From an optimization exercise on the open Yosys and OpenROAD flow, aimed at small area and a short achievable clock period; shortcuts taken in it are not production practice. Function not checked in this run: the RTL went through the layout flow alone. No activity file was given, so power comes from the tool's default toggle rates.

**run.sh**
```bash
#!/bin/bash
# synth_recipe.tcl (not shown) runs the flow's synth.tcl, then flattens the netlist and writes it again
# the make line also repeats each setting of config.mk as NAME=value (left out here)
make -C /OpenROAD-flow-scripts/flow DESIGN_CONFIG=/design/flow/config.mk WORK_HOME=/design/flow/orfs CLKGATE_MAP_FILE= SYNTH_SCRIPT=/design/flow/synth_recipe.tcl finish
```
**config.mk**
```make
export PLATFORM = sky130hd
export DESIGN_NAME = instruction_buffer_nway
export DESIGN_NICKNAME = instruction_buffer_nway
export VERILOG_FILES = /design/flow/design.v
export SDC_FILE = /design/flow/constraint.sdc
export NUM_CORES = 4
export LEC_CHECK = 0
export ABC_CLOCK_PERIOD_IN_PS = 2800
export CAP_MARGIN = 20
export CORE_MARGIN = 2
export CORE_UTILIZATION = 60
export SETUP_SLACK_MARGIN = 3.2
export SLEW_MARGIN = 20
```
**constraint.sdc**
```tcl
create_clock -name core_clock -period 6.0 [get_ports {iCLOCK}]
set_input_delay 1.2000 -clock core_clock [delete_from_list [all_inputs] [get_ports {iCLOCK}]]
set_output_delay 1.2000 -clock core_clock [all_outputs]
set_load 0.01 [all_outputs]
```
**design.v**
```verilog
module instruction_buffer_nway #(
    parameter int P_ENTRY_W  = 102,
    parameter int P_DEPTH    = 32,
    parameter int P_DEPTH_W  = 5,
    parameter int P_IN_WAYS  = 2,
    parameter int P_OUT_WAYS = 2,
    parameter int P_STOP_TH  = 26
) (
    input  logic                             iCLOCK,
    input  logic                             inRESET,
    input  logic                             iFREE_REFRESH,
    input  logic [P_IN_WAYS-1:0]             iPREVIOUS_VALID,
    input  logic [P_IN_WAYS*P_ENTRY_W-1:0]   iPREVIOUS_DATA,
    output logic                             oPREVIOUS_FETCH_STOP,
    output logic                             oPREVIOUS_LOCK,
    output logic [P_OUT_WAYS-1:0]            oNEXT_VALID,
    output logic [P_OUT_WAYS*P_ENTRY_W-1:0]  oNEXT_DATA,
    input  logic                             iNEXT_LOCK,
    output logic [P_DEPTH_W:0]               oCOUNT
);
    localparam int W  = P_ENTRY_W;
    localparam int NB = (P_DEPTH - 2) / 2;    
    localparam int CW = P_DEPTH_W + 1;
    logic [CW-1:0] count_q;
    logic z_q, e1_q, e3_q, ge2_q, ge3_q, ge4_q, lock_q, fstop_q;
    logic [1:0] eA_q, eB_q, oA_q, oB_q, eS_q, oS_q, P_q, Q_q;
    logic          rpar_q, wpar_q;
    logic [NB-1:0] re_q, ro_q, we_q, wo_q;
    logic [W-1:0] h0_q, h1_q;
    logic [W-1:0] ebank_q [NB];
    logic [W-1:0] obank_q [NB];
    logic [W-1:0] d0, d1;
    assign d0 = iPREVIOUS_DATA[0 +: W];
    assign d1 = iPREVIOUS_DATA[W +: W];
    logic rv, acc, a0, a1;
    assign rv  = !iNEXT_LOCK && !iFREE_REFRESH;
    assign acc = !lock_q && !iFREE_REFRESH;
    assign a0  = acc && iPREVIOUS_VALID[0];
    assign a1  = acc && iPREVIOUS_VALID[1];
    assign oCOUNT               = count_q;
    assign oPREVIOUS_LOCK       = lock_q;
    assign oPREVIOUS_FETCH_STOP = fstop_q;
    assign oNEXT_VALID          = {ge2_q && rv, !z_q && rv};
    assign oNEXT_DATA           = {h1_q, h0_q};
    logic [W-1:0] erd, ord_;
    always_comb begin
        erd  = '0;
        ord_ = '0;
        for (int i = 0; i < NB; i++) begin
            erd  = erd  | ({W{re_q[i]}} & ebank_q[i]);
            ord_ = ord_ | ({W{ro_q[i]}} & obank_q[i]);
        end
    end
    logic cp1, cp2;
    assign cp1 = rv ? e3_q  : e1_q;
    assign cp2 = rv ? ge4_q : ge2_q;
    logic pop1, pop2, push1, push2, nl;
    assign nl    = iNEXT_LOCK;
    assign pop1  = rv && e3_q;
    assign pop2  = rv && ge4_q;
    logic pP, pQ, vor, vand;
    assign vor   = iPREVIOUS_VALID[0] || iPREVIOUS_VALID[1];
    assign vand  = iPREVIOUS_VALID[0] && iPREVIOUS_VALID[1];
    assign pP    = nl ? P_q[1] : P_q[0];
    assign pQ    = nl ? Q_q[1] : Q_q[0];
    assign push2 = !iFREE_REFRESH && pP && vand;
    assign push1 = !iFREE_REFRESH && ((pP && (iPREVIOUS_VALID[0] ^ iPREVIOUS_VALID[1])) || (pQ && vand));
    logic h0_en, h0_r, h0_sE, h0_sO, h0_s0, h0_s1;
    assign h0_en = z_q || rv;
    assign h0_r  = rv && ge3_q;
    assign h0_sE = h0_r && !rpar_q;
    assign h0_sO = h0_r &&  rpar_q;
    assign h0_s0 = !h0_r &&  iPREVIOUS_VALID[0];
    assign h0_s1 = !h0_r && !iPREVIOUS_VALID[0];
    logic h1_en, h1_r, h1_sE, h1_sO, h1_s0, h1_s1;
    assign h1_en = rv || !ge2_q;
    assign h1_r  = rv && ge4_q;
    assign h1_sE = h1_r &&  rpar_q;
    assign h1_sO = h1_r && !rpar_q;
    assign h1_s0 = cp1 && iPREVIOUS_VALID[0];
    assign h1_s1 = !h1_r && !h1_s0;
    logic [W-1:0] h0_d, h1_d;
    assign h0_d = ({W{h0_sE}} & erd) | ({W{h0_sO}} & ord_) | ({W{h0_s0}} & d0) | ({W{h0_s1}} & d1);
    assign h1_d = ({W{h1_sE}} & erd) | ({W{h1_sO}} & ord_) | ({W{h1_s0}} & d0) | ({W{h1_s1}} & d1);
    logic          e_sel0, o_sel0, e_en, o_en;
    logic [W-1:0]  ebus, obus;
    assign e_sel0 = iPREVIOUS_VALID[0] && (nl ? eS_q[1] : eS_q[0]);
    assign o_sel0 = iPREVIOUS_VALID[0] && (nl ? oS_q[1] : oS_q[0]);
    assign ebus   = e_sel0 ? d0 : d1;
    assign obus   = o_sel0 ? d0 : d1;
    assign e_en   = !iFREE_REFRESH && (nl ? ((eA_q[1] && vor) || (eB_q[1] && vand))
                                          : ((eA_q[0] && vor) || (eB_q[0] && vand)));
    assign o_en   = !iFREE_REFRESH && (nl ? ((oA_q[1] && vor) || (oB_q[1] && vand))
                                          : ((oA_q[0] && vor) || (oB_q[0] && vand)));
    logic [CW-1:0] count_d;
    logic [1:0]    wn, rn;
    assign wn = {1'b0, a0} + {1'b0, a1};
    assign rn = rv ? (ge2_q ? 2'd2 : (z_q ? 2'd0 : 2'd1)) : 2'd0;
    assign count_d = count_q + CW'(wn) - CW'(rn);
    logic [NB-1:0] re_rot, ro_rot, we_rot, wo_rot;
    assign re_rot = {re_q[NB-2:0], re_q[NB-1]};
    assign ro_rot = {ro_q[NB-2:0], ro_q[NB-1]};
    assign we_rot = {we_q[NB-2:0], we_q[NB-1]};
    assign wo_rot = {wo_q[NB-2:0], wo_q[NB-1]};
    logic wpar_d, lk_d;
    logic [1:0] P_d, Q_d, S_d;
    assign wpar_d = (push1 && !push2) ? !wpar_q : wpar_q;
    assign lk_d   = count_d >= CW'(P_DEPTH - P_IN_WAYS + 1);
    assign P_d    = {!lk_d && count_d >= 2, !lk_d && count_d >= 4};
    assign Q_d    = {!lk_d && count_d == 1, !lk_d && count_d == 3};
    assign S_d    = {count_d >= 2, count_d >= 4};
    always_ff @(posedge iCLOCK) begin
        if (!inRESET || iFREE_REFRESH) begin
            count_q <= '0;
            z_q     <= 1'b1;
            e1_q    <= 1'b0;
            e3_q    <= 1'b0;
            ge2_q   <= 1'b0;
            ge3_q   <= 1'b0;
            ge4_q   <= 1'b0;
            lock_q  <= 1'b0;
            fstop_q <= 1'b0;
            P_q     <= '0;
            Q_q     <= '0;
            eA_q    <= '0;
            eB_q    <= '0;
            oA_q    <= '0;
            oB_q    <= '0;
            eS_q    <= '0;
            oS_q    <= '0;
            rpar_q  <= 1'b0;
            wpar_q  <= 1'b0;
            re_q    <= NB'(1);
            ro_q    <= NB'(1);
            we_q    <= NB'(1);
            wo_q    <= NB'(1);
        end else begin
            count_q <= count_d;
            z_q     <= count_d == 0;
            e1_q    <= count_d == 1;
            e3_q    <= count_d == 3;
            ge2_q   <= count_d >= 2;
            ge3_q   <= count_d >= 3;
            ge4_q   <= count_d >= 4;
            lock_q  <= lk_d;
            fstop_q <= count_d > CW'(P_STOP_TH);
            P_q     <= P_d;
            Q_q     <= Q_d;
            eA_q    <= {2{!wpar_d}} & P_d;
            eB_q    <= wpar_d ? P_d : Q_d;
            oA_q    <= {2{wpar_d}} & P_d;
            oB_q    <= wpar_d ? Q_d : P_d;
            eS_q    <= {2{!wpar_d}} & S_d;
            oS_q    <= {2{wpar_d}} & S_d;
            if (pop2) begin
                re_q <= re_rot;
                ro_q <= ro_rot;
            end else if (pop1) begin
                rpar_q <= !rpar_q;
                if (rpar_q) ro_q <= ro_rot;
                else        re_q <= re_rot;
            end
            if (push2) begin
                we_q <= we_rot;
                wo_q <= wo_rot;
            end else if (push1) begin
                wpar_q <= !wpar_q;
                if (wpar_q) wo_q <= wo_rot;
                else        we_q <= we_rot;
            end
        end
    end
    always_ff @(posedge iCLOCK) begin
        if (h0_en) h0_q <= h0_d;
        if (h1_en) h1_q <= h1_d;
    end
    for (genvar i = 0; i < NB; i++) begin : g_ring
        always_ff @(posedge iCLOCK) begin
            if (e_en && we_q[i]) ebank_q[i] <= ebus;
            if (o_en && wo_q[i]) obank_q[i] <= obus;
        end
    end
endmodule
```
==> flow_summary_export.csv <==
group,metric,value,unit
clock_tree,cts_tree,"yes",
final_layout,drive_gt1_share,16.99,%
clock_tree,worstSkewPairLatency,0.99,ns
synthesis,synth_area_leaders,"edfxtp_1 (79%), a22oi_1 (7.2%), a222oi_1 (1.9%), mux2_2 (1.9%), dfxtp_1 (1.5%)",
clock_tree,htreeDepth,5,
synthesis,syn_inst,7099,
drt,drtPass1Iterations,10,
synthesis,synth_edf_count,3264,
synthesis,syn_area_per_cell,17.51,sq um
clock_tree,cts.sinks,3356,
timing,hold_violations,0,
timing,slew_headroom,26.31,%
run,maxCapViolCount,0,
grt,grt-ovfl-total,0,
critical_path,cpPeakStageDelay,0.27,ns
clock_tree,ctsHoldBuffers,0,
synthesis,synth_flop_cell,"edfxtp_1",
grt,antenna_found_initial,81,
synthesis,synth_top_cell_by_area,"edfxtp_1",
placement,gp_congestion,1.033,
clock_tree,clockBufferDepth,4,
critical_path,cp-start-kind,"primary input",
critical_path,critPathMaxFanout,9,
critical_path,crit_buf_inv,3,
critical_path,critical_path.endpoint_type,"output port",
power_and_ir_drop,ir_worst_vdd,355.1,uV
timing,min_period,3.204,ns
outcome,status,"complete, no violations",
die,core-area,206400,sq um
placement,dp_slack,0.9829,ns
timing,setup_viol,0,
drt,drt_wl_total,438600,um
timing,slew_violations,0,
die,initial_core_util,60.20,%
critical_path,worstPathCellList,"buf_12 -> or2_4 -> buf_8 -> nor2_4 -> buf_2",
min_path,hp-class,"flop to flop",
synthesis,synthesis.area,124300,sq um
final_layout,nets,7894,
critical_path,critPathLaunch,"iFREE_REFRESH",
critical_path,slowest_stage,"or2_4",
synthesis,ys_seq_area_share,80.34,%
drt,drtIter0Drc,14960,
timing,period_share,53.41,%
timing,grt_setup_unrepaired,"yes",
synthesis,synth_top_area_share,78.86,%
drt,ant_nets,0,
critical_path,critPathKind,"primary input to output port",
critical_path,critPathArrivalTime,2.00,ns
grt,grt_usage,40.62,%
drt,routedWlPerCell,41.03,um
clock_tree,ctsRootBufferMaster,"clkbuf_16",
die,rows,167,
critical_path,required,4.80,ns
grt,grt_pass1_vias,71540,
timing,fmax,0.3121,GHz
clock_tree,cts_inserted_buffers,342,
critical_path,crit_family,"buffers and inverters",
die,die_w,459.1,um
drt,dr_total_vias,77800,
grt,grt_max_degree,103,
drt,drcViolationCount,0,
timing,fin_ws,2.796,ns
die,pin_count,424,
grt,grt_first_pass_wirelength,587900,um
die,dieArea,210800,sq um
synthesis,yosysWarnings,3,
final_layout,area_delta_synth_final,16.44,%
power_and_ir_drop,power.leakage,45.97,nW
timing,skew,0.06661,ns
critical_path,r2r-start,"lock_q",
min_path,hold_start,"wo_q[8]",
drt,routed_via_density,7.277,
clock_tree,path_clk_slew,0.06,ns
placement,dp_hpwl,248700,um
synthesis,synth_nets,7319,
synthesis,yosysUniqueCellTypes,50,
synthesis,async_reset_ff_share,0,%
synthesis,synth_seq_cells,3356,
timing,fin_tns_setup,0,ns
timing,tightestPinTransition,1.103,ns
die,dieHeight,459.1,um
placement,port_buffers,423,
power_and_ir_drop,p_per_area,364.8,nW/um^2
[worst paths after layout]
| path | to | cells after the start | slack (ns) |
|---|---|---|---|
| hold / removal | wo_q[9] | 2 | 0.52 |
| setup / recovery | oNEXT_VALID[0] | 5 | 2.80 |
| setup reg to reg | oB_q[1] | 11 | 2.98 |
| hold reg to reg | wo_q[9] | 2 | 0.52 |
[per-layer routing]
layer  track usage [%]  part of all wire, %  vias up
met5                 0                0.018        -
met4             17.76                  4.8       12
met3             11.31                   14      884
met2             57.66                   44     6336
met1             59.42                   37    39810
li1                  -                    -    30760
[stage by stage]
step	cells	power, mW	cell area, sq um	hold slack [ns]	util, %
after floorplan	7099	29.80	124600	0.4647	-
after global placement	9906	32.73	132400	0.4918	64.16
after detailed placement	9906	32.77	132500	0.5131	64.16
after CTS	10600	52.43	143800	0.5189	69.64
after global routing	10680	53.86	144700	0.5475	70.09
final	10690	52.79	144700	0.5172	70.10
[power by group]
| group | total [mW] | internal [mW] | switching (mW) |
|---|---|---|---|
| Clock | 20.2 | 11.5 | 8.67 |
| Combinational | 4.95 | 1.57 | 3.38 |
| Sequential | 27.7 | 26.9 | 0.710 |
[cells in the final DEF, fill, tap and decap left out, types with 33 or more instances in the layout]
cell / n
edfxtp_1: 3264
a22oi_1: 1188
nor2_1: 389
clkbuf_16: 358
a222oi_1: 242
mux2_2: 206
clkdlybuf4s50_1: 205
nand4_1: 204
nand3_1: 203
buf_2: 173
buf_4: 139
o21ai_0: 138
a21oi_1: 133
nand2_1: 117
a221oi_1: 102
clkbuf_1: 78
buf_12: 69
clkinv_1: 68
mux2i_1: 61
clkinv_2: 61
buf_6: 61
diode_2: 60
dfxtp_1: 57
and3_1: 39
a22o_1: 38
nor2_2: 33
[final cells by class]
type	instances	area, sq um
clock inverter	172	1415
tap	2704	3383
fill	13260	61720
timing repair buffer	719	7491
inverter	15	56.30
sequential	3356	99980
antenna	60	150.1
multi-input combinational	3240	23280
clock buffer	425	8965
[sequential cells by signal (all words and copies together), names as in the netlist, 2 cells and up]
name / cells
oB_q: 2
h0_q: 102
ro_q: 15
Q_q: 2
ebank_q: 1530
wo_q: 15
eS_q: 2
obank_q: 1530
eB_q: 2
h1_q: 102
we_q: 15
oS_q: 2
P_q: 2
eA_q: 2
oA_q: 2
re_q: 15
count_q: 6
[timing repair]
action	in CTS	in global routing
gates resized for setup	992	132
cloned	16	13
endpoints found under the hold margin	0	0
setup endpoints to repair	6698	1748
buffers inserted	79	20
pin swaps	34	18
[cell usage after synthesis (2+ instances only)]
master / count
dfxtp_1: 92
a221oi_1: 102
a22oi_1: 1190
nor2_2: 2
or4_1: 3
buf_1: 94
o211ai_1: 4
nand3_1: 211
buf_6: 5
nor3_1: 8
and2_1: 4
nand4_1: 204
nor3b_1: 2
nor2_1: 437
nand2b_1: 4
nor2b_1: 33
edfxtp_1: 3264
buf_2: 42
clkbuf_1: 346
xnor2_1: 3
inv_1: 15
or2_2: 3
buf_4: 2
o21ai_1: 2
xor2_1: 4
or2b_1: 3
mux2_2: 206
a222oi_1: 242
a21oi_2: 2
and3_1: 43
fa_1: 2
or2_1: 2
a21oi_1: 142
o22a_1: 2
ha_1: 8
a22o_1: 38
mux2i_1: 61
o21ai_0: 139
nand2_1: 122
[worst reg2reg max path, cell delays in order, from the launching register on]
cell and delay, ns:
dfxtp_2 0.34, nor2_1 0.14, nand2_1 0.09, ha_1 0.29, fa_2 0.36, fa_2 0.38
buf_6 0.15, a211oi_4 0.24, nor3_4 0.06, or2_4 0.28, or4_1 0.49, a21oi_1 0.13
[cell families (layout without fill, tap and decap cells)]
family	count (synthesis)	in the layout	share of synthesized area, %
simple gates	1084	1084	4.127
fa+ha+maj	10	10	0.1128
buf+inv	504	1331	1.601
xor+xnor	8	8	0.06242
compound gates	1869	1870	11.38
mux	268	268	2.376
flops	3356	3356	80.34
other cells	0	60	0

re-timing with driven ports:
In the flow no input, the clock included, has a driving cell. The finished layout below was timed again as built, in two steps.
Step 1: set_driving_cell puts a clkbuf_16 on iCLOCK and a buf_2 on each other input, an assumption about the parent block.
Step 2, shift: input delay + t, output delay - t, t = (earliest + latest rising clock arrival at the registers) / 2. This alone moves slack from input paths to output paths.
Slacks: ideal / step 1 / step 2; pairs: ideal / step 1.
shift t [ns]: 1.051
setup WS [ns]: 2.796 / 2.747 / 1.831
worst slew at a driven data input, ns: 0.25
After both steps this run still meets setup and hold. For this run, drivers alone change the setup slack by -0.049 ns; drivers and shift together by -0.965 ns.
